This design comes from an exercise in tuning for small area on the open sky130 flow, not from production work. In this exercise RTL edits were held to simulation tests only and were not proved equivalent to the original. No activity file was given, so power comes from the tool's default toggle rates.

File: design.v
module tpu_io_ctrl #(
  parameter int WORD_SIZE = 256,
  parameter int ROWS      = 32,
  localparam int ADDR_W   = (ROWS > 1) ? $clog2(ROWS) : 1
) (
  input  logic                 clk,
  input  logic                 rst,
  input  logic                 in_valid,
  input  logic [WORD_SIZE-1:0] gbuff_a,
  input  logic [WORD_SIZE-1:0] gbuff_b,
  input  logic [4:0]           m,
  input  logic [4:0]           n,
  input  logic [4:0]           k,
  output logic                 wr_en,
  output logic [ADDR_W-1:0]    wr_addr,
  output logic [WORD_SIZE-1:0] wr_data_a,
  output logic [WORD_SIZE-1:0] wr_data_b,
  output logic                 start,
  output logic [4:0]           m_o,
  output logic [4:0]           n_o,
  output logic [4:0]           k_o,
  input  logic                 done,
  output logic                 rd_en,
  output logic [ADDR_W-1:0]    rd_addr,
  input  logic [WORD_SIZE-1:0] rd_data,
  output logic                 out_valid,
  output logic [WORD_SIZE-1:0] gbuff_out,
  output logic                 busy,
  output logic                 proto_err
);
  localparam logic [ADDR_W-1:0] LAST_ROW = ADDR_W'(ROWS - 1);
  logic                 load_q;       
  logic                 run_q;        
  logic                 rd_valid_q;   
  logic                 rd_idle_q;    
  logic                 out_idle_q;   
  logic [ADDR_W-1:0]    cnt_q;        
  logic [WORD_SIZE-1:0] shared_n_q;   
  logic read_ph;    
  logic accept;     
  logic last;       
  logic done_ok;    
  assign wr_addr = cnt_q;
  assign rd_addr = cnt_q;
  assign read_ph = rd_en | out_valid;
  assign busy    = load_q | run_q | read_ph;
  assign accept  = in_valid & ~run_q & ~read_ph;
  assign last    = accept & load_q & (cnt_q == ADDR_W'(ROWS - 2));
  assign start   = run_q & (cnt_q == LAST_ROW);
  assign done_ok = done & run_q & ~start;
  assign wr_data_a = ~shared_n_q;
  assign gbuff_out = ~(shared_n_q | {WORD_SIZE{out_idle_q}});
  logic              cnt_keep;
  logic [ADDR_W:0]   cnt_cy;
  logic [ADDR_W-1:0] cnt_nxt;
  assign cnt_keep  = load_q | rd_en;
  assign cnt_cy[0] = in_valid | rd_en;
  for (genvar i = 0; i < ADDR_W; i++) begin : g_cnt
    assign cnt_nxt[i]  = cnt_keep & (cnt_q[i] ^ cnt_cy[i]);
    assign cnt_cy[i+1] = cnt_cy[i] & cnt_q[i];
  end
  always_ff @(posedge clk or posedge rst) begin
    if (rst) begin
      load_q    <= 1'b0;
      run_q     <= 1'b0;
      wr_en     <= 1'b0;
      rd_en     <= 1'b0;
      out_valid <= 1'b0;
      proto_err <= 1'b0;
    end else begin
      load_q    <= (load_q | accept) & ~last;
      run_q     <= last | (run_q & ~done_ok);
      wr_en     <= accept;
      rd_en     <= done_ok | (rd_en & (cnt_q != LAST_ROW));
      out_valid <= rd_valid_q;
      if ((done & ~run_q) | (in_valid & (run_q | read_ph))) proto_err <= 1'b1;
    end
  end
  always_ff @(posedge clk) begin
    shared_n_q <= ~((rd_data | {WORD_SIZE{rd_idle_q}}) & (gbuff_a | {WORD_SIZE{rd_valid_q}}));
    wr_data_b  <= gbuff_b;
    rd_valid_q <= rd_en;
    rd_idle_q  <= ~rd_en;
    out_idle_q <= ~rd_valid_q;
    cnt_q      <= cnt_nxt;
    if (!busy) begin
      m_o <= m;
      n_o <= n;
      k_o <= k;
    end
  end
endmodule
File: flow/run.sh
#!/bin/bash
# Layout flow: the standard ORFS flow (the standard.sh) with
#  - port buffers of the smallest buffer cell,
#  - each data input pin placed next to the output pin it feeds (io.tcl),
#  - a clock tree of small buffers without dummy loads.
export IO_CONSTRAINTS="$PWD/flow/io.tcl"
export BUFFER_PORTS_ARGS="-buffer_cell sky130_fd_sc_hd__buf_1"
export CTS_ARGS="-sink_clustering_enable -repair_clock_nets -dont_use_dummy_load -buf_list {sky130_fd_sc_hd__clkbuf_16} -sink_clustering_buffer sky130_fd_sc_hd__clkbuf_8 -sink_clustering_size 20 -sink_clustering_max_diameter 100"

bash standard.sh > standard.log 2>&1
File: flow/io.tcl
# Place every pin by hand, spread evenly around the die edge. Each data bit's
# pins sit together (gbuff_a, rd_data, wr_data_a, gbuff_out share a register;
# gbuff_b feeds wr_data_b), so its buffers and registers stay at the edge
# next to them. Control pins sit together in the middle of the left edge, with free
# slots on both sides of the clock pin.
set block [ord::get_db_block]
set die [$block getDieArea]
set dbu [$block getDbUnitsPerMicron]
set W [expr {double([$die xMax]) / $dbu}]
set H [expr {double([$die yMax]) / $dbu}]
set avoid 10.0
# slots, counterclockwise: bottom (met2), right (met3), top (met2), left (met3)
set slots {}
for {set x [expr {0.23 + 0.46 * ceil(($avoid - 0.23) / 0.46)}]} {$x <= $W - $avoid} {set x [expr {$x + 0.46}]} {
  lappend slots [list met2 $x 0.2425 {0.14 0.485}]
}
for {set y [expr {0.34 + 0.68 * ceil(($avoid - 0.34) / 0.68)}]} {$y <= $H - $avoid} {set y [expr {$y + 0.68}]} {
  lappend slots [list met3 [expr {$W - 0.4}] $y {0.8 0.3}]
}
set top {}
for {set x [expr {0.23 + 0.46 * ceil(($avoid - 0.23) / 0.46)}]} {$x <= $W - $avoid} {set x [expr {$x + 0.46}]} {
  lappend top [list met2 $x [expr {$H - 0.2425}] {0.14 0.485}]
}
set slots [concat $slots [lreverse $top]]
set left {}
for {set y [expr {0.34 + 0.68 * ceil(($avoid - 0.34) / 0.68)}]} {$y <= $H - $avoid} {set y [expr {$y + 0.68}]} {
  lappend left [list met3 0.4 $y {0.8 0.3}]
}
set slots [concat $slots [lreverse $left]]

# pin order around the ring
set data {}
for {set i 0} {$i < 256} {incr i} {
  lappend data "gbuff_a\[$i\]" "rd_data\[$i\]" "wr_data_a\[$i\]" "gbuff_out\[$i\]" "gbuff_b\[$i\]" "wr_data_b\[$i\]"
}
set ctrl {{} {} clk {} {} rst in_valid done wr_en start rd_en out_valid busy proto_err}
foreach b {m n k} {
  for {set i 0} {$i < 5} {incr i} { lappend ctrl "$b\[$i\]" "${b}_o\[$i\]" }
}
for {set i 0} {$i < 5} {incr i} { lappend ctrl "wr_addr\[$i\]" "rd_addr\[$i\]" }
# the control pins go where the left edge's middle falls in the ring
set n [llength $slots]
set m [expr {[llength $data] + [llength $ctrl]}]
set nl [llength $left]
set mid [expr {$n - $nl / 2}]
set at [expr {int(round(double($mid) * $m / $n)) - [llength $ctrl] / 2}]
set pins [concat [lrange $data 0 [expr {$at - 1}]] $ctrl [lrange $data $at end]]
for {set j 0} {$j < $m} {incr j} {
  set s [lindex $slots [expr {int(double($j) * $n / $m)}]]
  lassign $s layer x y size
  if {[lindex $pins $j] eq ""} continue
  place_pin -pin_name [lindex $pins $j] -layer $layer -location [list $x $y] -pin_size $size -force_to_die_boundary
}
File: standard.sh
#!/bin/bash
# synth_recipe.tcl (not shown) runs the flow's synth.tcl, then flattens the netlist and writes it again
# the make line also repeats each setting of config.mk as NAME=value (left out here)
make -C /OpenROAD-flow-scripts/flow DESIGN_CONFIG=/design/flow/config.mk WORK_HOME=/design/flow/orfs CLKGATE_MAP_FILE= SYNTH_SCRIPT=/design/flow/synth_recipe.tcl "${@:-finish}"
File: config.mk
export PLATFORM = sky130hd
export DESIGN_NAME = tpu_io_ctrl
export DESIGN_NICKNAME = tpu_io_ctrl
export VERILOG_FILES = /design/flow/design.v
export SDC_FILE = /design/flow/constraint.sdc
export NUM_CORES = 4
export LEC_CHECK = 0
export ABC_AREA = 1
export CAP_MARGIN = 20
export CORE_AREA = 10 10 390 390
export DIE_AREA = 0 0 400 400
export SLEW_MARGIN = 20
File: constraint.sdc
create_clock -name core_clock -period 5.0 [get_ports {clk}]
set_input_delay 1.0000 -clock core_clock [delete_from_list [all_inputs] [get_ports {clk}]]
set_output_delay 1.0000 -clock core_clock [all_outputs]
set_load 0.01 [all_outputs]
==> results of run 1 <==
Yosys cell counts:
master | count | area share
dfxtp_1 | 520 | 0.67
inv_1 | 270 | 0.065
nor2_1 | 268 | 0.065
o22ai_1 | 256 | 0.10
buf_2 | 42 | 0.014
buf_6 | 37 | 0.027
edfxtp_1 | 15 | 0.029
buf_4 | 10 | 0.0048
nand2_1 | 10 | 0.0024
dfrtp_1 | 6 | 0.0097
ha_1 | 4 | 0.0032
nand3_1 | 4 | 0.0013
a21oi_1 | 3 | 0.00097
nor2_2 | 2 | 0.00081
clkbuf_1 | 1 | 0.00024
nor3_1 | 1 | 0.00032
o21bai_1 | 1 | 0.00048
o22ai_2 | 1 | 0.00081
or2_2 | 1 | 0.00040
critical path: cells and delay by family (launching register included):
family        cells  cell delay [ps]
flops             1              470
buf+inv           2              240
simple gates      3              850
flip-flops by register name, summed over array words and instances (netlist names):
name and flops:
run_q 1, cnt_q 5, load_q 1, wr_data_b 256
out_idle_q 1, k_o 5, rd_idle_q 1, shared_n_q 256
wr_en 1, rd_en 1, m_o 5, rd_valid_q 1
n_o 5, proto_err 1, out_valid 1
cells by family after synthesis:
group	after synthesis	share of synthesized area
buffers and inverters	360	0.111
adder cells (fa/ha/maj)	4	0.00323
flip-flops	541	0.710
AO/OA/AOI/OAI	261	0.106
AND/OR/NAND/NOR	286	0.0701
final cells by class:
class	instances	area [µm²]	share of cell area
inverters	270	1010	0.0427
multi-input cells	551	2770	0.117
flip-flops and latches	541	11000	0.465
well taps	1903	2380	0.100
clock buffers	31	460	0.0194
diodes	1	2.50	0.000106
repair buffers	1592	6050	0.255
routing by layer:
| metal | up-vias | share of wire |
|---|---|---|
| met3 | 92 | 0.13 |
| met5 | - | 0 |
| met4 | 0 | 0.028 |
| met1 | 6479 | 0.31 |
| met2 | 766 | 0.54 |
| li1 | 7625 | - |
per-stage QoR:
step / std cells / power [mW] / utilization
global placement: 4855 / 10.6 / 0.162
global route: 4888 / 13.4 / 0.165
finish: 4889 / 12.4 / 0.165
floorplan: 1452 / 8.81 / -
CTS: 4887 / 12.7 / 0.165
detailed placement: 4856 / 10.7 / 0.162
worst paths after layout:
| path | slack (ps) | startpoint | to | cells after the start |
|---|---|---|---|---|
| max in group asynchronous | 4550 | rst | wr_en | 2 |
| worst min register to register | 490 | proto_err | proto_err | 2 |
| worst max-delay path | 1810 | rd_en | busy | 5 |
| worst max register to register | 2980 | rd_valid_q | shared_n_q[87] | 2 |
| min in group core_clock | 450 | gbuff_b[212] | wr_data_b[212] | 1 |
| worst min-delay path | 250 | rst | run_q | 2 |
power by group through the flow:
stage	registers, mW	logic [mW]	clock network, mW
3_5_place_dp	5.89	4.81	0
2_1_floorplan	5.73	3.08	0
5_1_grt	5.91	5.28	2.19
4_1_cts	5.80	4.82	2.06
3_3_place_gp	5.87	4.76	0
6_report	5.79	4.74	1.90
==> metrics.csv, run 1 <==
metric;value;unit
share of layout cells above drive strength 1;0.0151;
H-Tree Level Count;1;
routability congestion estimate;0.744;
TritonCTS clock tree;built;
DRT Pass-1 Iters;5;
nets;3778;
Antenna Nets Post-Route;0;
Area Overhead vs Synth;52.9;%
critical path arrival;2190;ps
#FFs+latches synth;541;
row count;139;
most frequent cells in the layout;buf_1, dfxtp_1, inv_1;
nature of the critical path startpoint;register;
grt total ovfl;0;
fin. max-slew vios;0;
number of clock sinks;541;
min Tclk post-route;3190;ps
CP endpoint kind;output pin;
Hold Slack;254;ps
maximum vdd ir drop;0.638;mV
worst min path class;in -> async;
Routed WL;59.2;mm
Place WS;2430;ps
Comb pwr share;0.381;
Net Sw Frac;0.400;
fill count;16200;
die width;400;µm
worst skew pair latency;610;ps
met1 usage;0.0568;
Final TNS setup;0;ps
commonest non-fill, non-tap cell in the layout;buf_1;
post-synthesis average cell area;10.7;µm²
CTS hold repair buffers;0;
sequential area share after synthesis;0.710;
Ports;0;
max cap viols;0;
die height;400;µm
Crit path largest cell delay;620;ps
RSZ-0062 raised after global routing;false;
CTS root buf;clkbuf_16;
Tcrit/Tclk final;0.638;
met3 GRT Util;0.0278;
Detailed Place HPWL;48.6;mm
grt met2 use;0.119;
antenna violations before repair;0;
GRT Overall Usage;0.0613;
slew of the pin with the lowest slew margin;962;ps
worst setup path class;reg -> out;
pwr dens;524;nW/µm²
IO Port Bufs;1585;
clock share of power;0.153;
Residual DRC;0;
final setup vio count;0;
CTS Buffer Depth;3;
largest net degree at the start of global routing;257;
Initial Utilization;0.108;
LEAKAGE;9.05;nW
PnR worst setup slack;1810;ps
Worst-path clk slew;110;ps
Iter 0 DRT Violations;673;
Slowest-stage cell, CP;nor2_1;
library cells used by synthesis;19;
sequential power share;0.466;
CTS resizes;0;
total count of hold-check failures in the final report;0;
Die ar.;160000;µm²
skew final;67.4;ps
core area;143000;µm²
busiest metal layer after global routing;met2;
cts bufs inserted;31;
fmax;0.314;GHz
crit path cell chain;nor2_2 -> nand2_1 -> nor2_1 -> inv_1 -> buf_1;
Gate Count Post-Synth;1452;
first-pass GRT wire length;82.4;mm
status;timing/DRC/antenna clean;
post-route design area;23700;µm²
synthesized area;15500;µm²
Vias;15000;
internal power;7.45;mW
routed length per instance;12.1;µm
Crit path required time;4000;ps
setup bufs post-CTS;0;
P_sw;4.98;mW
relative slew slack;0.359;
Net Count, Synth;2243;
DR vias/cell;3.06;
Ys Warns;1;
placed cell areas;23200;µm²
Max FO, Critical Path;11;
vias in the first global route;15800;
==> inputs of run 2 (changes only) <==
--- a/config.mk
+++ b/config.mk
@@ -9,4 +9,4 @@
 export CAP_MARGIN = 20
-export CORE_AREA = 10 10 390 390
-export DIE_AREA = 0 0 400 400
+export CORE_AREA = 10 10 450 450
+export DIE_AREA = 0 0 460 460
 export SLEW_MARGIN = 20
==> metrics.csv, run 2 <==
metric;value;unit;change
Net Count, Synth;2243;;unchanged
library cells used by synthesis;19;;unchanged
maximum vdd ir drop;0.370;mV;was 0.638 mV
row count;161;;was 139
CTS hold repair buffers;0;;unchanged
Max FO, Critical Path;94;;was 11
grt total ovfl;0;;unchanged
Ports;0;;unchanged
worst min path class;in -> async;;unchanged
CP endpoint kind;output pin;;unchanged
LEAKAGE;9.04;nW;was 9.05 nW
fin. max-slew vios;0;;unchanged
commonest non-fill, non-tap cell in the layout;buf_1;;unchanged
CTS Buffer Depth;3;;unchanged
min Tclk post-route;3440;ps;was 3190 ps
Worst-path clk slew;120;ps;was 110 ps
DRT Pass-1 Iters;5;;unchanged
worst skew pair latency;630;ps;was 610 ps
nets;3777;;was 3778
reg2reg end;shared_n_q[102];;was shared_n_q[87]
CP Buf/Inv Count;2;;unchanged
CTS resizes;0;;unchanged
synthesized area;15500;µm²;unchanged
sequential area share after synthesis;0.710;;unchanged
reg-to-reg startpoint;rd_idle_q;;was rd_valid_q
Area Overhead vs Synth;57.7;%;was 52.9%
slew of the pin with the lowest slew margin;1170;ps;was 962 ps
number of synthesized flops with an enable pin;15;;unchanged
FF-to-FF path depth;2;;unchanged
Tcrit/Tclk final;0.689;;was 0.638
#FFs+latches synth;541;;unchanged
worst setup path class;reg -> out;;unchanged
most frequent cells in the layout;buf_1, dfxtp_1, inv_1;;unchanged
status;timing/DRC/antenna clean;;unchanged
antenna violations before repair;0;;unchanged
top cells by count, synth;dfxtp_1, inv_1, nor2_1;;unchanged
Detailed Place HPWL;46.8;mm;was 48.6 mm
H-Tree Level Count;1;;unchanged
relative slew slack;0.222;;was 0.359
Die ar.;212000;µm²;was 160000 µm²
count leader, synth;dfxtp_1;;unchanged
antenna cells;0;;was 1
Top Registers;shared_n_q: 256 flops, wr_data_b: 256 flops;;unchanged
Crit path largest cell delay;740;ps;was 620 ps
Routed WL;56.4;mm;was 59.2 mm
die height;460;µm;was 400 µm
CTS root buf;clkbuf_16;;unchanged
Place WS;2170;ps;was 2430 ps
nature of the critical path startpoint;register;;unchanged
DR vias/cell;2.66;;was 3.06
FF/Latch Area;11000;µm²;unchanged
Iter 0 DRT Violations;424;;was 673
largest net degree at the start of global routing;132;;was 257
final setup vio count;0;;unchanged
family with the most delay on the worst path;buffers and inverters;;was simple AND/OR/NAND/NOR gates
critical path arrival;2440;ps;was 2190 ps
post-synthesis average cell area;10.7;µm²;unchanged
core area;193000;µm²;was 143000 µm²
RSZ-0062 raised after global routing;false;;unchanged
vias in the first global route;15800;;about the same
routability congestion estimate;0.726;;was 0.744
Antenna Nets Post-Route;0;;unchanged
Initial Utilization;0.0805;;was 0.108
skew final;46.2;ps;was 67.4 ps
IO Port Bufs;1585;;unchanged
fill count;22100;;was 16200
Synth async-reset ratio;0.0111;;unchanged
Residual DRC;0;;unchanged
fmax;0.290;GHz;was 0.314 GHz
routed length per instance;10.2;µm;was 12.1 µm
Slowest-stage cell, CP;buf_4;;was nor2_1
total count of hold-check failures in the final report;0;;unchanged
max cap viols;0;;unchanged
area leader, netlist;dfxtp_1;;unchanged
PnR worst setup slack;1560;ps;was 1810 ps
number of clock sinks;541;;unchanged
top cells by area, synth;dfxtp_1, o22ai_1, inv_1;;unchanged
Yosys top cell area share;0.671;;unchanged
first-pass GRT wire length;83.2;mm;was 82.4 mm
Most used DFF post-synth;dfxtp_1;;unchanged
R2R Setup Slk;2810;ps;was 2980 ps
cts bufs inserted;31;;unchanged
share of layout cells above drive strength 1;0.0151;;about the same
die width;460;µm;was 400 µm
Ys Warns;1;;unchanged
pwr dens;505;nW/µm²;was 524 nW/µm²
TritonCTS clock tree;built;;unchanged
Crit path required time;4000;ps;about the same
crit path cell chain;buf_4 -> nor2_1 -> buf_1;;was nor2_2 -> nand2_1 -> nor2_1 -> inv_1 -> buf_1
GRT Overall Usage;0.0460;;was 0.0613
Vias;14600;;was 15000
area of the multi-input gates;2780;µm²;was 2770 µm²
Gate Count Post-Synth;1452;;unchanged
setup bufs post-CTS;0;;unchanged
Final TNS setup;0;ps;unchanged
-- run 2: cell types whose count changed in the layout (fill, tap and decap cells not counted), sizes merged --
cell,previous run,this run
buf,1592,1591
diode,1,0
-- run 2: layer usage --
metal,wire (µm),vias to the layer above,GRT usage
met5,0,-,0
met4,1320,0,0.0108
met3,7010,74,0.0225
met2,30400,748,0.0913
met1,17700,6189,0.0410
li1,-,7627,-
-- run 2: report_power, final --
group | leakage (nW) | switching, mW | total, mW | internal [mW]
combinational | 4.21 | 3.03 | 4.63 | 1.60
sequential | 4.59 | 0.578 | 5.81 | 5.23
clock | 0.238 | 1.30 | 1.91 | 0.613
total | 9.04 | 4.91 | 12.3 | 7.44
-- run 2: how the worst max path moves through the flow --
stage / from / endpoint / slack (ps) / cells after the start
after floorplan: rd_en / busy / 2460 / 4
after global placement: out_idle_q / gbuff_out[104] / 2210 / 3
after detailed placement: out_idle_q / gbuff_out[106] / 2170 / 3
after CTS: out_idle_q / gbuff_out[106] / 1420 / 3
after global routing: out_idle_q / gbuff_out[133] / 1220 / 3
final: out_idle_q / gbuff_out[110] / 1560 / 3
-- run 2: area by class of cell --
cell class,count,area share
inverters,270,0.0414
multi-input cells,551,0.114
repair buffers,1591,0.246
flip-flops and latches,541,0.451
clock buffers,31,0.0188
well taps,2526,0.129
-- run 2: per-stage QoR --
| step | instances | utilization | hold slack, ps | area (µm²) | power [mW] |
|---|---|---|---|---|---|
| 4_1_cts | 5510 | 0.127 | 148 | 24400 | 12.7 |
| 2_1_floorplan | 1452 | - | 345 | 15500 | 8.81 |
| 3_3_place_gp | 5479 | 0.125 | 477 | 24000 | 10.6 |
| 3_5_place_dp | 5479 | 0.125 | 468 | 24000 | 10.7 |
| 6_report | 5510 | 0.127 | 230 | 24500 | 12.3 |
| 5_1_grt | 5510 | 0.127 | 185 | 24500 | 13.4 |
-- run 2: worst reg2reg max path, stage by stage, from the launching register on --
cell and delay (ps):
dfxtp_4 710, buf_4 820, o22ai_1 470
-- run 2: kinds of logic (layout without fill, tap and decap cells) --
kind of cell | count (synthesis) | count (layout) | synth area share
buffers and inverters | 360 | 1892 | 0.111
DFF | 541 | 541 | 0.710
adders and majority gates | 4 | 4 | 0.00323
and+or+nand+nor | 286 | 286 | 0.0701
AOI/OAI and AO/OA | 261 | 261 | 0.106
==> inputs of run 3 (changes only) <==
--- a/config.mk
+++ b/config.mk
@@ -7,3 +7,2 @@
 export LEC_CHECK = 0
-export ABC_AREA = 1
 export CAP_MARGIN = 20
==> metrics.csv, run 3 <==
metric;value;unit;change
fin. max-slew vios;0;;unchanged
Max FO, Critical Path;75;;was 94
most frequent cells in the layout;buf_1, dfxtp_1, inv_1;;unchanged
count leader, synth;dfxtp_1;;unchanged
relative slew slack;0.376;;was 0.222
routability congestion estimate;0.735;;was 0.726
setup bufs post-CTS;0;;unchanged
commonest non-fill, non-tap cell in the layout;buf_1;;unchanged
routed length per instance;10.2;µm;about the same
Gate Count Post-Synth;1429;;was 1452
met3 GRT Util;0.0230;;was 0.0225
largest net degree at the start of global routing;133;;was 132
vias in the first global route;15600;;was 15800
antenna cells;0;;unchanged
worst skew pair latency;620;ps;was 630 ps
slew of the pin with the lowest slew margin;936;ps;was 1170 ps
reg-to-reg startpoint;rd_idle_q;;unchanged
sequential area share after synthesis;0.724;;was 0.710
share of layout cells above drive strength 1;0.0159;;was 0.0151
top cells by area, synth;dfxtp_1, o22ai_1, inv_1;;unchanged
Die ar.;212000;µm²;unchanged
synthesized area;15200;µm²;was 15500 µm²
GRT Overall Usage;0.0455;;was 0.0460
first-pass GRT wire length;82.2;mm;was 83.2 mm
IO Port Bufs;1585;;unchanged
top cells by count, synth;dfxtp_1, inv_1, nor2_1;;unchanged
CP endpoint kind;output pin;;unchanged
Antenna Nets Post-Route;0;;unchanged
core area;193000;µm²;unchanged
H-Tree Level Count;1;;unchanged
max cap viols;0;;unchanged
# placed instances;5458;;was 5479
FF-to-FF path depth;3;;was 2
Detailed Place HPWL;46.8;mm;about the same
CTS resizes;0;;unchanged
final setup vio count;0;;unchanged
Net Count, Synth;2220;;was 2243
Initial Utilization;0.0790;;was 0.0805
area leader, netlist;dfxtp_1;;unchanged
CTS hold repair buffers;0;;unchanged
Residual DRC;0;;unchanged
busiest metal layer after global routing;met2;;unchanged
PnR worst setup slack;1510;ps;was 1560 ps
min Tclk post-route;3490;ps;was 3440 ps
skew final;43.9;ps;was 46.2 ps
Place WS;2130;ps;was 2170 ps
TritonCTS clock tree;built;;unchanged
Iter 0 DRT Violations;420;;was 424
row count;161;;unchanged
antenna violations before repair;0;;unchanged
die height;460;µm;unchanged
Tcrit/Tclk final;0.699;;was 0.689
maximum vdd ir drop;0.451;mV;was 0.370 mV
CTS root buf;clkbuf_16;;unchanged
Most used DFF post-synth;dfxtp_1;;unchanged
grt met2 use;0.0901;;was 0.0913
worst setup path class;reg -> out;;unchanged
Synth async-reset ratio;0.0111;;unchanged
DRT Pass-1 Iters;6;;was 5
fmax;0.286;GHz;was 0.290 GHz
Routed WL;56.2;mm;was 56.4 mm
nets;3757;;was 3777
Final TNS setup;0;ps;unchanged
Slowest-stage cell, CP;dfxtp_4;;was buf_4
worst min path class;in -> async;;unchanged
R2R Setup Slk;2760;ps;was 2810 ps
cts bufs inserted;31;;unchanged
placed cell areas;24000;µm²;about the same
library cells used by synthesis;24;;was 19
non-filler cells, final;5490;;was 5510
Vias;14600;;about the same
Crit path largest cell delay;730;ps;was 740 ps
Ports;0;;unchanged
#FFs+latches synth;541;;unchanged
reg2reg end;shared_n_q[86];;was shared_n_q[102]
post-synthesis average cell area;10.6;µm²;was 10.7 µm²
Worst Setup SP;out_idle_q;;unchanged
crit path cell chain;buf_4 -> nor2_1 -> buf_1;;unchanged
fill count;22100;;about the same
die width;460;µm;unchanged
total count of hold-check failures in the final report;0;;unchanged
LEAKAGE;8.90;nW;was 9.04 nW
number of clock sinks;541;;unchanged
crit path capture;gbuff_out[92];;was gbuff_out[110]
pwr dens;523;nW/µm²;was 505 nW/µm²
RSZ-0062 raised after global routing;false;;unchanged
Ys Warns;1;;unchanged
post-route design area;24500;µm²;unchanged
Top Registers;shared_n_q: 256 flops, wr_data_b: 256 flops;;unchanged
Crit path required time;4000;ps;about the same
Yosys top cell area share;0.685;;was 0.671
critical path arrival;2490;ps;was 2440 ps
Worst-path clk slew;120;ps;about the same
CTS Buffer Depth;3;;unchanged
nature of the critical path startpoint;register;;unchanged
grt total ovfl;0;;unchanged
met1 usage;0.0400;;was 0.0410
status;timing/DRC/antenna clean;;unchanged
number of synthesized flops with an enable pin;15;;unchanged
DR vias/cell;2.66;;about the same
Area Overhead vs Synth;60.8;%;was 57.7%
==> run 3: worst min-delay path by stage <==
| stage | start | end | slack [ps] | cells after the start |
|---|---|---|---|---|
| global route | rst | wr_en | 180 | 2 |
| global placement | proto_err | proto_err | 470 | 2 |
| floorplan | rd_valid_q | out_valid | 330 | 0 |
| detailed placement | proto_err | proto_err | 470 | 2 |
| CTS | rst | wr_en | 160 | 2 |
| finish | rst | load_q | 240 | 2 |
==> run 3: logic make-up (layout without fill, tap and decap cells) <==
family | count (synthesis) | after routing | synth area share
and+or+nand+nor | 269 | 269 | 0.0696
adders and majority gates | 4 | 4 | 0.00329
DFF | 541 | 541 | 0.724
xor gates and xnor gates | 1 | 1 | 0.000576
buffers and inverters | 351 | 1886 | 0.0943
AOI/OAI and AO/OA | 263 | 263 | 0.108
==> run 3: per-stage QoR <==
stage,total power [mW],util,hold WS (ps)
6_report,12.8,0.127,241
5_1_grt,13.8,0.127,179
4_1_cts,13.1,0.127,157
3_5_place_dp,11.1,0.124,465
3_3_place_gp,11.0,0.124,466
2_1_floorplan,8.95,-,329
==> run 3: final cells by class <==
cell class	count	area (µm²)	share of cell area
clock buffers	31	460	0.0188
inverters	261	980	0.0401
multi-input cells	537	2770	0.113
flip-flops and latches	541	11000	0.451
well taps	2526	3160	0.129
repair buffers	1594	6070	0.248
==> run 3: worst max-delay path: cells and delay by family (launching register included) <==
kind / cells / cell delay, ps
buf+inv: 2 / 830
flops: 1 / 730
simple gates: 1 / 120
==> run 3: power breakdown <==
part	total, mW	switching, mW	leakage [nW]	internal (mW)
clock	1.92	1.31	0.238	0.614
combinational	4.83	3.19	4.07	1.65
sequential	6.03	0.661	4.59	5.37
==> run 3: routing by layer <==
metal,vias up,routed length [µm],part of all wire
met1,6204,17500,0.31
met5,-,0,0
met4,0,1470,0.026
li1,7557,-,-
met2,761,30200,0.54
met3,90,7060,0.13
==> inputs of run 4 (changes only) <==
--- a/config.mk
+++ b/config.mk
@@ -8,4 +8,4 @@
 export CAP_MARGIN = 20
-export CORE_AREA = 10 10 450 450
-export DIE_AREA = 0 0 460 460
+export CORE_AREA = 10 10 410 410
+export DIE_AREA = 0 0 420 420
 export SLEW_MARGIN = 20
==> metrics.csv, run 4 <==
metric;value;unit;change
critical path arrival;2190;ps;was 2490 ps
commonest non-fill, non-tap cell in the layout;buf_1;;unchanged
top cells by count, synth;dfxtp_1, inv_1, nor2_1;;unchanged
grt total ovfl;0;;unchanged
routed length per instance;11.5;µm;was 10.2 µm
P_sw;5.18;mW;was 5.16 mW
Top Registers;shared_n_q: 256 flops, wr_data_b: 256 flops;;unchanged
LEAKAGE;8.90;nW;about the same
reg2reg end;shared_n_q[129];;was shared_n_q[86]
slew of the pin with the lowest slew margin;940;ps;was 936 ps
Antenna Nets Post-Route;0;;unchanged
CTS Buffer Depth;3;;unchanged
fill count;18100;;was 22100
min Tclk post-route;3190;ps;was 3490 ps
internal power;7.62;mW;was 7.63 mW
die width;420;µm;was 460 µm
Final TNS setup;0;ps;unchanged
FF-to-FF path depth;2;;was 3
core area;159000;µm²;was 193000 µm²
Worst-path clk slew;120;ps;about the same
utilization after layout;0.150;;was 0.127
PnR worst setup slack;1810;ps;was 1510 ps
top cells by area, synth;dfxtp_1, o22ai_1, inv_1;;unchanged
CTS root buf;clkbuf_16;;unchanged
Place WS;2210;ps;was 2130 ps
worst skew pair latency;610;ps;was 620 ps
final total power;12.8;mW;about the same
FF/Latch Area;11000;µm²;unchanged
library cells used by synthesis;24;;unchanged
R2R Setup Slk;2930;ps;was 2760 ps
Gate Count Post-Synth;1429;;unchanged
DRT Pass-1 Iters;4;;was 6
Area Overhead vs Synth;57.1;%;was 60.8%
reg-to-reg startpoint;rd_valid_q;;was rd_idle_q
die height;420;µm;was 460 µm
Detailed Place HPWL;48.3;mm;was 46.8 mm
final setup vio count;0;;unchanged
sequential power share;0.475;;was 0.472
total count of hold-check failures in the final report;0;;unchanged
Hold Slack;249;ps;was 241 ps
max cap viols;0;;unchanged
CTS hold repair buffers;0;;unchanged
nature of the critical path startpoint;register;;unchanged
#FFs+latches synth;541;;unchanged
number of clock sinks;541;;unchanged
first-pass GRT wire length;81.1;mm;was 82.2 mm
cts bufs inserted;31;;unchanged
skew final;76.4;ps;was 43.9 ps
Residual DRC;0;;unchanged
relative slew slack;0.374;;was 0.376
pwr dens;536;nW/µm²;was 523 nW/µm²
Iter 0 DRT Violations;332;;was 420
largest net degree at the start of global routing;126;;was 133
share of layout cells above drive strength 1;0.0159;;unchanged
Tcrit/Tclk final;0.638;;was 0.699
Most used DFF post-synth;dfxtp_1;;unchanged
GRT Overall Usage;0.0543;;was 0.0455
Yosys top cell area share;0.685;;unchanged
Initial Utilization;0.0958;;was 0.0790
CTS resizes;0;;unchanged
antenna violations before repair;0;;unchanged
nets;3757;;unchanged
fin. max-slew vios;0;;unchanged
most frequent cells in the layout;buf_1, dfxtp_1, inv_1;;unchanged
Ports;0;;unchanged
Worst Setup SP;out_idle_q;;unchanged
worst min path class;in -> async;;unchanged
Net Sw Frac;0.404;;was 0.403
CP endpoint kind;output pin;;unchanged
number of synthesized flops with an enable pin;15;;unchanged
sequential area share after synthesis;0.724;;unchanged
Max FO, Critical Path;79;;was 75
synthesized area;15200;µm²;unchanged
antenna cells;0;;unchanged
worst setup path class;reg -> out;;unchanged
H-Tree Level Count;1;;unchanged
maximum vdd ir drop;0.354;mV;was 0.451 mV
Routed WL;57.9;mm;was 56.2 mm
status;timing/DRC/antenna clean;;unchanged
Vias;14700;;was 14600
Comb pwr share;0.378;;about the same
Crit path required time;4000;ps;about the same
DR vias/cell;2.92;;was 2.66
RSZ-0062 raised after global routing;false;;unchanged
row count;146;;was 161
setup bufs post-CTS;0;;unchanged
Ys Warns;1;;unchanged
Net Count, Synth;2220;;unchanged
IO Port Bufs;1585;;unchanged
area of the multi-input gates;2770;µm²;unchanged
fmax;0.314;GHz;was 0.286 GHz
Synth async-reset ratio;0.0111;;unchanged
Die ar.;176000;µm²;was 212000 µm²
post-synthesis average cell area;10.6;µm²;unchanged
TritonCTS clock tree;built;;unchanged
routability congestion estimate;0.768;;was 0.735
clock share of power;0.147;;was 0.150
area leader, netlist;dfxtp_1;;unchanged
vias in the first global route;15300;;was 15600
count leader, synth;dfxtp_1;;unchanged
run 4: cell counts after synthesis:
No cell type changed its count.
run 4: power groups by stage:
stage	registers (mW)	logic, mW	clock network, mW
final	6.08	4.84	1.88
after global routing	6.23	5.37	2.15
after CTS	6.10	4.91	2.05
after detailed placement	6.19	4.90	0
after global placement	6.19	4.84	0
after floorplan	5.92	3.03	0
run 4: critical path, cell delays in order (launching register included):
cell and delay (ps):
dfxtp_4 570, buf_4 380, buf_16 290, nor2_1 90, buf_1 140
run 4: kinds of logic after synthesis:
family | after synthesis | synth area share
XOR/XNOR | 1 | 0.000576
adder cells (fa/ha/maj) | 4 | 0.00329
buffers and inverters | 351 | 0.0943
AO/OA/AOI/OAI | 263 | 0.108
AND/OR/NAND/NOR | 269 | 0.0696
flip-flops | 541 | 0.724
run 4: layout make-up:
class / instances / area share
Sequential cell: 541 / 0.461
Multi-Input combinational cell: 537 / 0.116
Timing Repair Buffer: 1594 / 0.254
Inverter: 261 / 0.0410
Tap cell: 2072 / 0.109
Clock buffer: 31 / 0.0193
run 4: per-stage QoR:
step | cells | cell area [µm²]
global placement | 5004 | 23400
floorplan | 1429 | 15200
global route | 5036 | 23900
detailed placement | 5004 | 23400
finish | 5036 | 23900
CTS | 5035 | 23800
run 4: metal layers:
layer | routed length, µm | global-route usage | vias to the layer above
met2 | 31300 | 0.106 | 744
met5 | 0 | 0 | -
li1 | - | - | 7560
met3 | 7060 | 0.0244 | 80
met1 | 18200 | 0.0506 | 6312
met4 | 1370 | 0.0131 | 0
run 4: worst max path at each step:
stage / endpoint / slack, ps / cells past startpoint
3_3_place_gp: gbuff_out[231] / 2290 / 3
6_report: gbuff_out[222] / 1810 / 4
3_5_place_dp: gbuff_out[222] / 2210 / 3
2_1_floorplan: busy / 1620 / 2
4_1_cts: gbuff_out[222] / 1510 / 3
5_1_grt: gbuff_out[229] / 1580 / 4
==> inputs of run 5 (changes only) <==
--- a/design.v
+++ b/design.v
@@ -44,3 +44,4 @@
   assign rd_addr = cnt_q;
-  assign read_ph = rd_en | out_valid;
+  assign out_valid = ~out_idle_q;
+  assign read_ph   = rd_en | out_valid;
   assign busy    = load_q | run_q | read_ph;
@@ -67,3 +68,2 @@
       rd_en     <= 1'b0;
-      out_valid <= 1'b0;
       proto_err <= 1'b0;
@@ -74,3 +74,2 @@
       rd_en     <= done_ok | (rd_en & (cnt_q != LAST_ROW));
-      out_valid <= rd_valid_q;
       if ((done & ~run_q) | (in_valid & (run_q | read_ph))) proto_err <= 1'b1;
--- a/config.mk
+++ b/config.mk
@@ -8,4 +8,4 @@
 export CAP_MARGIN = 20
-export CORE_AREA = 10 10 410 410
-export DIE_AREA = 0 0 420 420
+export CORE_AREA = 10 10 450 450
+export DIE_AREA = 0 0 460 460
 export SLEW_MARGIN = 20
==> metrics.csv, run 5 <==
metric;value;unit;change
status;timing/DRC/antenna clean;;unchanged
first-pass GRT wire length;82.3;mm;was 81.1 mm
Final TNS setup;0;ps;unchanged
area leader, netlist;dfxtp_1;;unchanged
DRT Pass-1 Iters;4;;unchanged
relative slew slack;0.237;;was 0.374
max cap viols;0;;unchanged
post-synthesis average cell area;10.6;µm²;unchanged
Gate Count Post-Synth;1429;;unchanged
number of synthesized flops with an enable pin;15;;unchanged
Residual DRC;0;;unchanged
Antenna Nets Post-Route;0;;unchanged
Max FO, Critical Path;16;;was 79
Slowest-stage cell, CP;and3_1;;was dfxtp_4
number of clock sinks;540;;was 541
Vias;14500;;was 14700
Worst Setup SP;rd_en;;was out_idle_q
#FFs+latches synth;540;;was 541
CTS root buf;clkbuf_16;;unchanged
Top Registers;shared_n_q: 256 flops, wr_data_b: 256 flops;;unchanged
synthesized area;15200;µm²;unchanged
worst min path class;in -> async;;unchanged
most frequent cells in the layout;buf_1, dfxtp_1, inv_1;;unchanged
TritonCTS clock tree;built;;unchanged
min Tclk post-route;3290;ps;was 3190 ps
CTS hold repair buffers;0;;unchanged
non-filler cells, final;5486;;was 5036
LEAKAGE;8.88;nW;was 8.90 nW
die height;460;µm;was 420 µm
routability congestion estimate;0.739;;was 0.768
setup bufs post-CTS;0;;unchanged
crit path cell chain;nor2_1 -> and3_1 -> inv_1 -> buf_1;;was buf_4 -> buf_16 -> nor2_1 -> buf_1
Ys Warns;1;;unchanged
library cells used by synthesis;23;;was 24
fill count;22200;;was 18100
critical path arrival;2290;ps;was 2190 ps
antenna violations before repair;1;;was 0
GRT Overall Usage;0.0455;;was 0.0543
share of layout cells above drive strength 1;0.0139;;was 0.0159
maximum vdd ir drop;0.630;mV;was 0.354 mV
# placed instances;5456;;was 5004
Initial Utilization;0.0790;;was 0.0958
Detailed Place HPWL;46.9;mm;was 48.3 mm
DR vias/cell;2.65;;was 2.92
fmax;0.304;GHz;was 0.314 GHz
total count of hold-check failures in the final report;0;;unchanged
final setup vio count;0;;unchanged
core area;193000;µm²;was 159000 µm²
cts bufs inserted;30;;was 31
Net Count, Synth;2220;;unchanged
nets;3753;;was 3757
nature of the critical path startpoint;register;;unchanged
CTS Buffer Depth;3;;unchanged
top cells by count, synth;dfxtp_1, inv_1, nor2_1;;unchanged
Tcrit/Tclk final;0.659;;was 0.638
Crit path largest cell delay;640;ps;was 570 ps
Most used DFF post-synth;dfxtp_1;;unchanged
commonest non-fill, non-tap cell in the layout;buf_1;;unchanged
IO Port Bufs;1585;;unchanged
Worst-path clk slew;110;ps;was 120 ps
Die ar.;212000;µm²;was 176000 µm²
Area Overhead vs Synth;60.3;%;was 57.1%
reg-to-reg startpoint;rd_idle_q;;was rd_valid_q
skew final;17.6;ps;was 76.4 ps
worst setup path class;reg -> out;;unchanged
CP endpoint kind;output pin;;unchanged
row count;161;;was 146
Yosys top cell area share;0.685;;unchanged
antenna cells;0;;unchanged
routed length per instance;10.3;µm;was 11.5 µm
worst skew pair latency;610;ps;about the same
Ports;0;;unchanged
Iter 0 DRT Violations;394;;was 332
pwr dens;524;nW/µm²;was 536 nW/µm²
fin. max-slew vios;0;;unchanged
Crit path required time;4000;ps;about the same
CTS resizes;0;;unchanged
Routed WL;56.4;mm;was 57.9 mm
H-Tree Level Count;1;;unchanged
die width;460;µm;was 420 µm
largest net degree at the start of global routing;132;;was 126
slew of the pin with the lowest slew margin;1140;ps;was 940 ps
grt total ovfl;0;;unchanged
PnR worst setup slack;1710;ps;was 1810 ps
RSZ-0062 raised after global routing;false;;unchanged
Place WS;2220;ps;was 2210 ps
top cells by area, synth;dfxtp_1, o22ai_1, inv_1;;unchanged
vias in the first global route;15700;;was 15300
Synth async-reset ratio;0.00926;;was 0.0111
count leader, synth;dfxtp_1;;unchanged
sequential area share after synthesis;0.722;;was 0.724
## run 5: cell count changes after synthesis, sizes merged
cell	delta
dfrtp	-1
nor4	-1
buf	+3
nand2	-1
and4bb	+1
inv	+1
nand3	+1
nor4b	-1
a21oi	-1
and3	+1
clkbuf	-2
a221o	+1
o31ai	-1
## run 5: through the flow
stage / area (µm²) / hold slack [ps] / util / power, mW
CTS: 24400 / 147 / 0.127 / 13.1
global placement: 23900 / 458 / 0.124 / 11.0
detailed placement: 23900 / 475 / 0.124 / 11.1
floorplan: 15200 / 486 / - / 9.00
global route: 24400 / 163 / 0.127 / 13.8
finish: 24400 / 231 / 0.127 / 12.8
## run 5: metal layers
metal | global-route usage | vias to the layer above | wire (µm)
li1 | - | 7552 | -
met1 | 0.0407 | 6191 | 18000
met2 | 0.0907 | 724 | 30500
met3 | 0.0216 | 72 | 6600
met4 | 0.0104 | 0 | 1330
met5 | 0 | - | 0
## run 5: logic make-up after synthesis
family / share of synthesized area
flip-flops: 0.722
buffers and inverters: 0.0968
AND/OR/NAND/NOR: 0.0689
AO/OA/AOI/OAI: 0.108
adder cells (fa/ha/maj): 0.00329
XOR/XNOR: 0.000576
## run 5: worst paths after layout
path | cells past startpoint | slack, ps | to
worst max-delay path | 4 | 1710 | busy
worst min-delay path | 2 | 230 | proto_err
worst max register to register | 3 | 2750 | shared_n_q[80]
worst min register to register | 1 | 500 | proto_err
max in group asynchronous | 2 | 4610 | wr_en
min in group core_clock | 1 | 450 | wr_data_b[197]
## run 5: critical path, delay by kind of cell (launching register included)
family | cells | cell delay, ps
DFF | 1 | 460
and+or+nand+nor | 2 | 980
buffers and inverters | 2 | 240
## run 5: final cells by class
type	count	area, µm²	area share
clock buffer	30	447	0.0183
sequential	540	11000	0.451
inverter	262	983	0.0404
multi-input combinational	536	2750	0.113
timing repair buffer	1592	6030	0.248
tap	2526	3160	0.130
## run 5: where the power goes
part           switching [mW]  internal (mW)
registers               0.615           5.36
logic                    3.26           1.65
clock network            1.29          0.596
total                    5.16           7.61
==> inputs of run 6 (changes only) <==
--- a/flow/run.sh
+++ b/flow/run.sh
@@ -7,3 +7,3 @@
 export BUFFER_PORTS_ARGS="-buffer_cell sky130_fd_sc_hd__buf_1"
-export CTS_ARGS="-sink_clustering_enable -repair_clock_nets -dont_use_dummy_load -buf_list {sky130_fd_sc_hd__clkbuf_16} -sink_clustering_buffer sky130_fd_sc_hd__clkbuf_8 -sink_clustering_size 20 -sink_clustering_max_diameter 100"
+export CTS_ARGS="-sink_clustering_enable -repair_clock_nets -dont_use_dummy_load -buf_list {sky130_fd_sc_hd__clkbuf_16} -sink_clustering_buffer sky130_fd_sc_hd__clkbuf_8 -sink_clustering_size 19 -sink_clustering_max_diameter 100"
 
==> metrics.csv, run 6 <==
metric;value;unit;change
adder-cell area share of the yosys netlist;0.00329;;unchanged
Synth async-reset ratio;0.00926;;unchanged
FF-to-FF path depth;3;;unchanged
relative slew slack;0.243;;was 0.237
vias in the first global route;15800;;was 15700
reg-to-reg startpoint;rd_idle_q;;unchanged
reg2reg end;shared_n_q[104];;was shared_n_q[80]
library cells used by synthesis;23;;unchanged
R2R Setup Slk;2760;ps;was 2750 ps
die width;460;µm;unchanged
CTS hold repair buffers;0;;unchanged
area leader, netlist;dfxtp_1;;unchanged
Die ar.;212000;µm²;unchanged
critical path arrival;2270;ps;was 2290 ps
H-Tree Level Count;2;;was 1
number of synthesized flops with an enable pin;15;;unchanged
largest net degree at the start of global routing;132;;unchanged
nature of the critical path startpoint;register;;unchanged
fin. max-slew vios;0;;unchanged
Area Overhead vs Synth;60.8;%;was 60.3%
Ports;0;;unchanged
Yosys top cell area share;0.685;;unchanged
Gate Count Post-Synth;1429;;unchanged
GRT Overall Usage;0.0467;;was 0.0455
DRT Pass-1 Iters;4;;unchanged
maximum vdd ir drop;0.484;mV;was 0.630 mV
sequential power share;0.462;;was 0.468
internal power;7.72;mW;was 7.61 mW
fill count;22200;;about the same
number of clock sinks;540;;unchanged
Iter 0 DRT Violations;411;;was 394
main combinational cell family by area after synthesis;compound AO/OA/AOI/OAI gates;;unchanged
Vias;14600;;was 14500
P_sw;5.21;mW;was 5.16 mW
post-synthesis mux area share;0;;unchanged
Most used DFF post-synth;dfxtp_1;;unchanged
Net Count, Synth;2220;;unchanged
Net Sw Frac;0.403;;was 0.404
nets;3757;;was 3753
total count of hold-check failures in the final report;0;;unchanged
Worst-path clk slew;110;ps;about the same
cts bufs inserted;34;;was 30
Detailed Place HPWL;46.9;mm;unchanged
DR vias/cell;2.65;;about the same
routed length per instance;10.4;µm;was 10.3 µm
Top Registers;shared_n_q: 256 flops, wr_data_b: 256 flops;;unchanged
RSZ-0062 raised after global routing;false;;unchanged
slew of the pin with the lowest slew margin;1140;ps;about the same
row count;161;;unchanged
Tcrit/Tclk final;0.654;;was 0.659
FF/Latch Area;11000;µm²;unchanged
CP endpoint kind;output pin;;unchanged
share of layout cells above drive strength 1;0.0152;;was 0.0139
Ys Warns;1;;unchanged
antenna cells;0;;unchanged
top cells by area, synth;dfxtp_1, o22ai_1, inv_1;;unchanged
Crit path required time;4000;ps;about the same
grt total ovfl;0;;unchanged
count leader, synth;dfxtp_1;;unchanged
Worst Setup SP;rd_en;;unchanged
antenna violations before repair;0;;was 1
setup bufs post-CTS;0;;unchanged
Residual DRC;0;;unchanged
top cells by count, synth;dfxtp_1, inv_1, nor2_1;;unchanged
worst skew pair latency;590;ps;was 610 ps
sequential area share after synthesis;0.722;;unchanged
share of synthesized cell area in and, or, nand and nor gates;0.0689;;unchanged
min Tclk post-route;3270;ps;was 3290 ps
final total power;12.9;mW;was 12.8 mW
clock share of power;0.159;;was 0.147
synthesized area;15200;µm²;unchanged
Comb pwr share;0.379;;was 0.384
CTS resizes;0;;unchanged
Final TNS setup;0;ps;unchanged
skew final;47.7;ps;was 17.6 ps
area of the multi-input gates;2750;µm²;unchanged
TritonCTS clock tree;built;;unchanged
core area;193000;µm²;unchanged
Initial Utilization;0.0790;;unchanged
most frequent cells in the layout;buf_1, dfxtp_1, inv_1;;unchanged
post-synthesis average cell area;10.6;µm²;unchanged
Max FO, Critical Path;16;;unchanged
status;timing/DRC/antenna clean;;unchanged
worst min path class;in -> async;;unchanged
die height;460;µm;unchanged
Routed WL;56.9;mm;was 56.4 mm
Hold Slack;252;ps;was 231 ps
commonest non-fill, non-tap cell in the layout;buf_1;;unchanged
CTS root buf;clkbuf_16;;unchanged
routability congestion estimate;0.739;;unchanged
pwr dens;529;nW/µm²;was 524 nW/µm²
Synth Area in XOR/XNOR;0.000576;;unchanged
Synth Area in Compound Gates;0.108;;unchanged
fmax;0.306;GHz;was 0.304 GHz
LEAKAGE;8.92;nW;was 8.88 nW
IO Port Bufs;1585;;unchanged
Antenna Nets Post-Route;0;;unchanged
worst setup path class;reg -> out;;unchanged
CTS Buffer Depth;3;;unchanged
#FFs+latches synth;540;;unchanged
final setup vio count;0;;unchanged
first-pass GRT wire length;82.9;mm;was 82.3 mm
max cap viols;0;;unchanged
## run 6: cell count changes in the layout (fill, tap and decap cells not counted), sizes merged
| cell | change |
|---|---|
| clkbuf | +4 |
## run 6: routing by layer
| layer | wire [µm] | global-route usage |
|---|---|---|
| met1 | 17800 | 0.0404 |
| met2 | 30600 | 0.0909 |
| met3 | 6740 | 0.0227 |
| met4 | 1710 | 0.0178 |
| met5 | 0 | 0 |
## run 6: cell families (layout without fill, tap and decap cells)
group                      count (synthesis)  after routing
AOI/OAI and AO/OA                        262            262
DFF                                      540            540
and+or+nand+nor                          269            269
xor gates and xnor gates                   1              1
adders and majority gates                  4              4
buffers and inverters                    353           1888
## run 6: worst max path at each step
stage | to | depth (start not counted) | slack, ps
finish | busy | 4 | 1730
global route | busy | 4 | 1460
CTS | gbuff_out[78] | 3 | 1500
detailed placement | gbuff_out[78] | 3 | 2220
global placement | gbuff_out[105] | 3 | 2260
floorplan | busy | 3 | 2620
## run 6: critical path, cell delays in order (launching register included)
cell and delay, ps:
dfrtp_1 460, nor2_1 330, and3_1 640, inv_1 90, buf_1 150
## run 6: layout make-up
type / instances / share of cell area
Clock buffer: 34 / 0.0214
Inverter: 262 / 0.0402
Multi-Input combinational cell: 536 / 0.112
Sequential cell: 540 / 0.450
Tap cell: 2526 / 0.129
Timing Repair Buffer: 1592 / 0.247
## run 6: stage by stage
step,instances,utilization,setup WS [ps],instance area (µm²)
3_3_place_gp,5456,0.124,2260,23900
6_report,5490,0.127,1730,24400
4_1_cts,5490,0.127,1500,24400
3_5_place_dp,5456,0.124,2220,23900
5_1_grt,5490,0.127,1460,24400
2_1_floorplan,1429,-,2620,15200
## run 6: power groups by stage
| stage | logic, mW | clock network [mW] | registers [mW] |
|---|---|---|---|
| final | 4.90 | 2.05 | 5.98 |
| after global routing | 5.51 | 2.36 | 6.11 |
| after CTS | 5.03 | 2.25 | 5.99 |
| after detailed placement | 5.02 | 0 | 6.08 |
| after global placement | 4.97 | 0 | 6.05 |
| after floorplan | 3.10 | 0 | 5.90 |
==> inputs of run 7 (changes only) <==
==> flow/run.sh (replaced) <==
#!/bin/bash
# Layout flow: the standard ORFS flow (standard.sh, unchanged synthesis)
# with three changes to how the layout is made:
#  - io.tcl places every pin by hand, evenly around the die edge, with the
#    pins of each data bit next to each other (sourced at the end of
#    floorplan through IO_CONSTRAINTS; place_pins then leaves them alone);
#  - port buffers use the smallest buffer cell (buf_1);
#  - the clock tree uses clkbuf_8 leaf buffers for clusters of at most 20
#    flip-flops, clkbuf_16 above them, and no dummy loads.
# The full output of the ORFS run goes to standard.log; ORFS keeps each
# step's own log under orfs/logs.
export IO_CONSTRAINTS="$PWD/flow/io.tcl"
export BUFFER_PORTS_ARGS="-buffer_cell sky130_fd_sc_hd__buf_1"
export CTS_ARGS="-sink_clustering_enable -repair_clock_nets -dont_use_dummy_load -buf_list {sky130_fd_sc_hd__clkbuf_16} -sink_clustering_buffer sky130_fd_sc_hd__clkbuf_8 -sink_clustering_size 20 -sink_clustering_max_diameter 100"
bash standard.sh > standard.log 2>&1
--- a/config.mk
+++ b/config.mk
@@ -10,2 +10,3 @@
 export DIE_AREA = 0 0 460 460
+export PLACE_DENSITY = 0.85
 export SLEW_MARGIN = 20
==> metrics.csv, run 7 <==
metric;value;unit;change
internal power;7.61;mW;was 7.72 mW
slew of the pin with the lowest slew margin;1030;ps;was 1140 ps
Net Count, Synth;2220;;unchanged
die height;460;µm;unchanged
synthesized area;15200;µm²;unchanged
Final TNS setup;0;ps;unchanged
pwr dens;521;nW/µm²;was 529 nW/µm²
Routed WL;54.5;mm;was 56.9 mm
Place WS;2220;ps;about the same
worst setup path class;reg -> out;;unchanged
number of clock sinks;540;;unchanged
IO Port Bufs;1585;;unchanged
core area;193000;µm²;unchanged
skew final;27.5;ps;was 47.7 ps
first-pass GRT wire length;80.0;mm;was 82.9 mm
TritonCTS clock tree;built;;unchanged
CTS resizes;0;;unchanged
worst min path class;in -> async;;unchanged
most frequent cells in the layout;buf_1, dfxtp_1, inv_1;;unchanged
Slowest-stage cell, CP;and3_1;;unchanged
routability congestion estimate;0.717;;was 0.739
largest net degree at the start of global routing;135;;was 132
Worst-path clk slew;110;ps;about the same
share of layout cells above drive strength 1;0.0135;;was 0.0152
antenna violations before repair;0;;unchanged
PnR worst setup slack;1690;ps;was 1730 ps
RSZ-0062 raised after global routing;false;;unchanged
Iter 0 DRT Violations;413;;was 411
CTS Buffer Depth;3;;unchanged
CTS root buf;clkbuf_16;;unchanged
maximum vdd ir drop;0.528;mV;was 0.484 mV
row count;161;;unchanged
Ys Warns;1;;unchanged
critical path arrival;2310;ps;was 2270 ps
DRT Pass-1 Iters;6;;was 4
sequential area share after synthesis;0.722;;unchanged
top cells by count, synth;dfxtp_1, inv_1, nor2_1;;unchanged
clock share of power;0.144;;was 0.159
Most used DFF post-synth;dfxtp_1;;unchanged
CTS hold repair buffers;0;;unchanged
Detailed Place HPWL;45.3;mm;was 46.9 mm
CP endpoint kind;output pin;;unchanged
Crit path required time;4000;ps;about the same
number of synthesized flops with an enable pin;15;;unchanged
fin. max-slew vios;0;;unchanged
Gate Count Post-Synth;1429;;unchanged
cts bufs inserted;30;;was 34
utilization after layout;0.127;;about the same
status;timing/DRC/antenna clean;;unchanged
Ports;0;;unchanged
Top Registers;shared_n_q: 256 flops, wr_data_b: 256 flops;;unchanged
Vias;14800;;was 14600
placed cell areas;23900;µm²;about the same
Antenna Nets Post-Route;0;;unchanged
H-Tree Level Count;1;;was 2
max cap viols;0;;unchanged
#FFs+latches synth;540;;unchanged
library cells used by synthesis;23;;unchanged
routed length per instance;9.93;µm;was 10.4 µm
Initial Utilization;0.0790;;unchanged
Tcrit/Tclk final;0.662;;was 0.654
GRT Overall Usage;0.0437;;was 0.0467
post-synthesis average cell area;10.6;µm²;unchanged
total count of hold-check failures in the final report;0;;unchanged
P_sw;5.10;mW;was 5.21 mW
nature of the critical path startpoint;register;;unchanged
Synth async-reset ratio;0.00926;;unchanged
# placed instances;5455;;was 5456
Hold Slack;249;ps;was 252 ps
relative slew slack;0.310;;was 0.243
Net Sw Frac;0.402;;was 0.403
setup bufs post-CTS;0;;unchanged
min Tclk post-route;3310;ps;was 3270 ps
LEAKAGE;8.88;nW;was 8.92 nW
Yosys top cell area share;0.685;;unchanged
Residual DRC;0;;unchanged
worst skew pair latency;610;ps;was 590 ps
fmax;0.302;GHz;was 0.306 GHz
area leader, netlist;dfxtp_1;;unchanged
crit path cell chain;buf_12 -> and3_1 -> inv_1 -> buf_1;;was nor2_1 -> and3_1 -> inv_1 -> buf_1
antenna cells;0;;unchanged
nets;3752;;was 3757
vias in the first global route;16100;;was 15800
final total power;12.7;mW;was 12.9 mW
DR vias/cell;2.70;;was 2.65
Crit path largest cell delay;640;ps;about the same
Max FO, Critical Path;134;;was 16
Comb pwr share;0.384;;was 0.379
post-route design area;24400;µm²;about the same
count leader, synth;dfxtp_1;;unchanged
Area Overhead vs Synth;60.3;%;was 60.8%
die width;460;µm;unchanged
non-filler cells, final;5485;;was 5490
final setup vio count;0;;unchanged
commonest non-fill, non-tap cell in the layout;buf_1;;unchanged
grt total ovfl;0;;unchanged
Die ar.;212000;µm²;unchanged
sequential power share;0.472;;was 0.462
top cells by area, synth;dfxtp_1, o22ai_1, inv_1;;unchanged
[run 7: cell counts after synthesis]
No cell type changed its count.
[run 7: worst paths after layout]
path                              start        endpoint  slack, ps  depth (start not counted)
setup reg to reg              rd_idle_q  shared_n_q[96]       2890                          2
min in group core_clock    gbuff_b[166]  wr_data_b[166]        460                          1
setup / recovery             out_idle_q            busy       1690                          4
hold / removal                      rst           run_q        250                          2
hold reg to reg               proto_err       proto_err        510                          1
max in group asynchronous           rst       proto_err       4590                          2
[run 7: area by class of cell]
| class | instances | area, µm² |
|---|---|---|
| clock buffer | 30 | 447 |
| inverter | 262 | 983 |
| timing repair buffer | 1591 | 6040 |
| multi-input combinational | 536 | 2750 |
| sequential | 540 | 11000 |
| fill | 22000 | 168000 |
| tap | 2526 | 3160 |
[run 7: power groups by stage]
stage,Clock (mW),Combinational [mW],Sequential [mW]
2_1_floorplan,0,3.10,5.90
3_5_place_dp,0,4.98,6.11
5_1_grt,2.11,5.49,6.15
6_report,1.83,4.88,6.00
3_3_place_gp,0,4.87,6.07
4_1_cts,1.99,4.99,6.02
[run 7: cells by family (layout without fill, tap and decap cells)]
group                      count (synthesis)  count (layout)  synth area share
buffers and inverters                    353            1883            0.0968
adders and majority gates                  4               4           0.00329
and+or+nand+nor                          269             269            0.0689
AOI/OAI and AO/OA                        262             262             0.108
xor gates and xnor gates                   1               1          0.000576
DFF                                      540             540             0.722
[run 7: per-layer routing]
metal,wire length (µm),global-route usage,share of wire,up-vias
met4,1100,0.00901,0.020,0
met5,0,0,0,-
met3,6700,0.0216,0.12,55
li1,-,-,-,7551
met2,30400,0.0896,0.56,720
met1,16300,0.0369,0.30,6509
[run 7: critical path: cells and delay by family (launching register included)]
family	cells	cell delay, ps
AND/OR/NAND/NOR	1	640
buffers and inverters	3	560
flip-flops	1	490
==> inputs of run 8 (changes only) <==
--- a/config.mk
+++ b/config.mk
@@ -7,6 +7,5 @@
 export LEC_CHECK = 0
-export CAP_MARGIN = 20
+export CAP_MARGIN = 5
 export CORE_AREA = 10 10 450 450
 export DIE_AREA = 0 0 460 460
-export PLACE_DENSITY = 0.85
-export SLEW_MARGIN = 20
+export SLEW_MARGIN = 5
==> metrics.csv, run 8 <==
metric;value;unit;change
status;timing/DRC/antenna clean;;unchanged
antenna violations before repair;1;;was 0
synthesized area;15200;µm²;unchanged
reg-to-reg startpoint;rd_idle_q;;unchanged
RSZ-0062 raised after global routing;false;;unchanged
Iter 0 DRT Violations;419;;was 413
post-synthesis mux area share;0;;unchanged
family with the most delay on the worst path;buffers and inverters;;was simple AND/OR/NAND/NOR gates
Antenna Nets Post-Route;0;;unchanged
share of layout cells above drive strength 1;0.0139;;was 0.0135
relative slew slack;0.160;;was 0.310
Synth Area in XOR/XNOR;0.000576;;unchanged
DR vias/cell;2.65;;was 2.70
Slowest-stage cell, CP;buf_4;;was and3_1
nets;3753;;was 3752
CTS Buffer Depth;3;;unchanged
area leader, netlist;dfxtp_1;;unchanged
post-route design area;24400;µm²;about the same
core area;193000;µm²;unchanged
Max FO, Critical Path;108;;was 134
share of synthesized cell area in and, or, nand and nor gates;0.0689;;unchanged
Top Registers;shared_n_q: 256 flops, wr_data_b: 256 flops;;unchanged
Gate Count Post-Synth;1429;;unchanged
grt total ovfl;0;;unchanged
sequential area share after synthesis;0.722;;unchanged
vias in the first global route;15700;;was 16100
Yosys top cell area share;0.685;;unchanged
Ys Warns;1;;unchanged
nature of the critical path startpoint;register;;unchanged
Area Overhead vs Synth;60.2;%;was 60.3%
Synth Area in Compound Gates;0.108;;unchanged
IO Port Bufs;1585;;unchanged
setup bufs post-CTS;0;;unchanged
FF-to-FF path depth;3;;was 2
max cap viols;0;;unchanged
main combinational cell family by area after synthesis;compound AO/OA/AOI/OAI gates;;unchanged
Hold Slack;233;ps;was 249 ps
worst skew pair latency;610;ps;about the same
post-synthesis average cell area;10.6;µm²;unchanged
Detailed Place HPWL;46.9;mm;was 45.3 mm
min Tclk post-route;3400;ps;was 3310 ps
DRT Pass-1 Iters;4;;was 6
Residual DRC;0;;unchanged
adder-cell area share of the yosys netlist;0.00329;;unchanged
CTS hold repair buffers;0;;unchanged
GRT Overall Usage;0.0455;;was 0.0437
TritonCTS clock tree;built;;unchanged
Final TNS setup;0;ps;unchanged
fill count;22200;;was 22000
CP endpoint kind;output pin;;unchanged
routed length per instance;10.3;µm;was 9.93 µm
CTS resizes;0;;unchanged
Worst-path clk slew;110;ps;about the same
top cells by count, synth;dfxtp_1, inv_1, nor2_1;;unchanged
cts bufs inserted;30;;unchanged
Vias;14500;;was 14800
die width;460;µm;unchanged
antenna cells;0;;unchanged
Crit path largest cell delay;760;ps;was 640 ps
reg2reg end;shared_n_q[80];;was shared_n_q[96]
Most used DFF post-synth;dfxtp_1;;unchanged
crit path cell chain;buf_4 -> nor2_1 -> buf_1;;was buf_12 -> and3_1 -> inv_1 -> buf_1
skew final;16.2;ps;was 27.5 ps
Tcrit/Tclk final;0.681;;was 0.662
row count;161;;unchanged
Place WS;2220;ps;about the same
worst min path class;in -> async;;unchanged
final total power;12.8;mW;was 12.7 mW
commonest non-fill, non-tap cell in the layout;buf_1;;unchanged
fin. max-slew vios;0;;unchanged
fmax;0.294;GHz;was 0.302 GHz
PnR worst setup slack;1600;ps;was 1690 ps
first-pass GRT wire length;82.3;mm;was 80.0 mm
placed cell areas;23900;µm²;about the same
total count of hold-check failures in the final report;0;;unchanged
non-filler cells, final;5486;;was 5485
slew of the pin with the lowest slew margin;1260;ps;was 1030 ps
Net Count, Synth;2220;;unchanged
count leader, synth;dfxtp_1;;unchanged
top cells by area, synth;dfxtp_1, o22ai_1, inv_1;;unchanged
Routed WL;56.3;mm;was 54.5 mm
Ports;0;;unchanged
#FFs+latches synth;540;;unchanged
routability congestion estimate;0.739;;was 0.717
library cells used by synthesis;23;;unchanged
Crit path required time;4000;ps;about the same
largest net degree at the start of global routing;132;;was 135
maximum vdd ir drop;0.639;mV;was 0.528 mV
LEAKAGE;8.87;nW;was 8.88 nW
most frequent cells in the layout;buf_1, dfxtp_1, inv_1;;unchanged
R2R Setup Slk;2760;ps;was 2890 ps
pwr dens;524;nW/µm²;was 521 nW/µm²
# placed instances;5456;;was 5455
Initial Utilization;0.0790;;unchanged
final setup vio count;0;;unchanged
utilization after layout;0.127;;about the same
die height;460;µm;unchanged
critical path arrival;2400;ps;was 2310 ps
Synth async-reset ratio;0.00926;;unchanged
CP Buf/Inv Count;2;;was 3
H-Tree Level Count;1;;unchanged
worst setup path class;reg -> out;;unchanged
Die ar.;212000;µm²;unchanged
number of synthesized flops with an enable pin;15;;unchanged
number of clock sinks;540;;unchanged
CTS root buf;clkbuf_16;;unchanged
## run 8: power by group
part	leakage, nW	internal (mW)	switching, mW
registers	4.58	5.36	0.613
clock network	0.231	0.596	1.28
logic	4.06	1.65	3.25
## run 8: worst register-to-register path: cells and delay by family (launching register included)
family / cells / cell delay [ps]
buffers and inverters: 2 / 1210
AOI/OAI and AO/OA: 1 / 370
DFF: 1 / 490
## run 8: logic make-up (layout without fill, tap and decap cells)
group	Yosys count	in the layout
adders and majority gates	4	4
buffers and inverters	353	1884
xor gates and xnor gates	1	1
and+or+nand+nor	269	269
AOI/OAI and AO/OA	262	262
DFF	540	540
## run 8: cell type report
cell class	count	area, µm²	area share
repair buffers	1592	6030	0.247
multi-input cells	536	2750	0.113
flip-flops and latches	540	11000	0.451
inverters	262	983	0.0404
clock buffers	30	447	0.0183
well taps	2526	3160	0.130
## run 8: layer usage
layer	GRT usage	up-vias	routed length [µm]
met2	0.0907	730	30400
met1	0.0407	6175	17900
li1	-	7553	-
met3	0.0216	71	6610
met5	0	-	0
met4	0.0104	0	1330
## run 8: worst max path at each step
stage,from,to,slack [ps],cells past startpoint
2_1_floorplan,rd_en,busy,2620,3
3_3_place_gp,out_idle_q,gbuff_out[105],2260,3
3_5_place_dp,out_idle_q,gbuff_out[78],2220,3
4_1_cts,out_idle_q,gbuff_out[78],1480,3
5_1_grt,out_idle_q,gbuff_out[95],1310,3
6_report,out_idle_q,gbuff_out[104],1600,3

==> re-timing with driven ports <==
No port has a modelled driver above. Below, the same layouts with a new extraction and two added sets of constraints.
Step 1, drivers: a clkbuf_16 drives clk and a buf_2 each remaining input, both assumed.
Step 2 also shifts input and output timing later by t, the mid clock arrival at the registers, as if the neighbouring blocks saw the same clock.
Slacks: ideal ports / drivers / drivers and shift; pairs: ideal ports / drivers.
| run | t, ns | setup WS [ns] | clock arrival spread, ns |
|---|---|---|---|
| run 1 | 0.639 | 1.810 / 1.756 / 2.395 | 0.076 / 0.076 |
| run 2 | 0.663 | 1.557 / 1.501 / 2.164 | 0.048 / 0.048 |
| run 3 | 0.656 | 1.506 / 1.449 / 2.105 | 0.056 / 0.056 |
| run 4 | 0.625 | 1.810 / 1.755 / 2.380 | 0.081 / 0.081 |
| run 5 | 0.667 | 1.706 / 1.650 / 2.317 | 0.030 / 0.030 |
| run 6 | 0.632 | 1.729 / 1.673 / 2.305 | 0.056 / 0.056 |
| run 7 | 0.656 | 1.689 / 1.633 / 2.289 | 0.030 / 0.030 |
| run 8 | 0.668 | 1.596 / 1.539 / 2.207 | 0.028 / 0.028 |
After both steps every run listed still meets setup and hold.
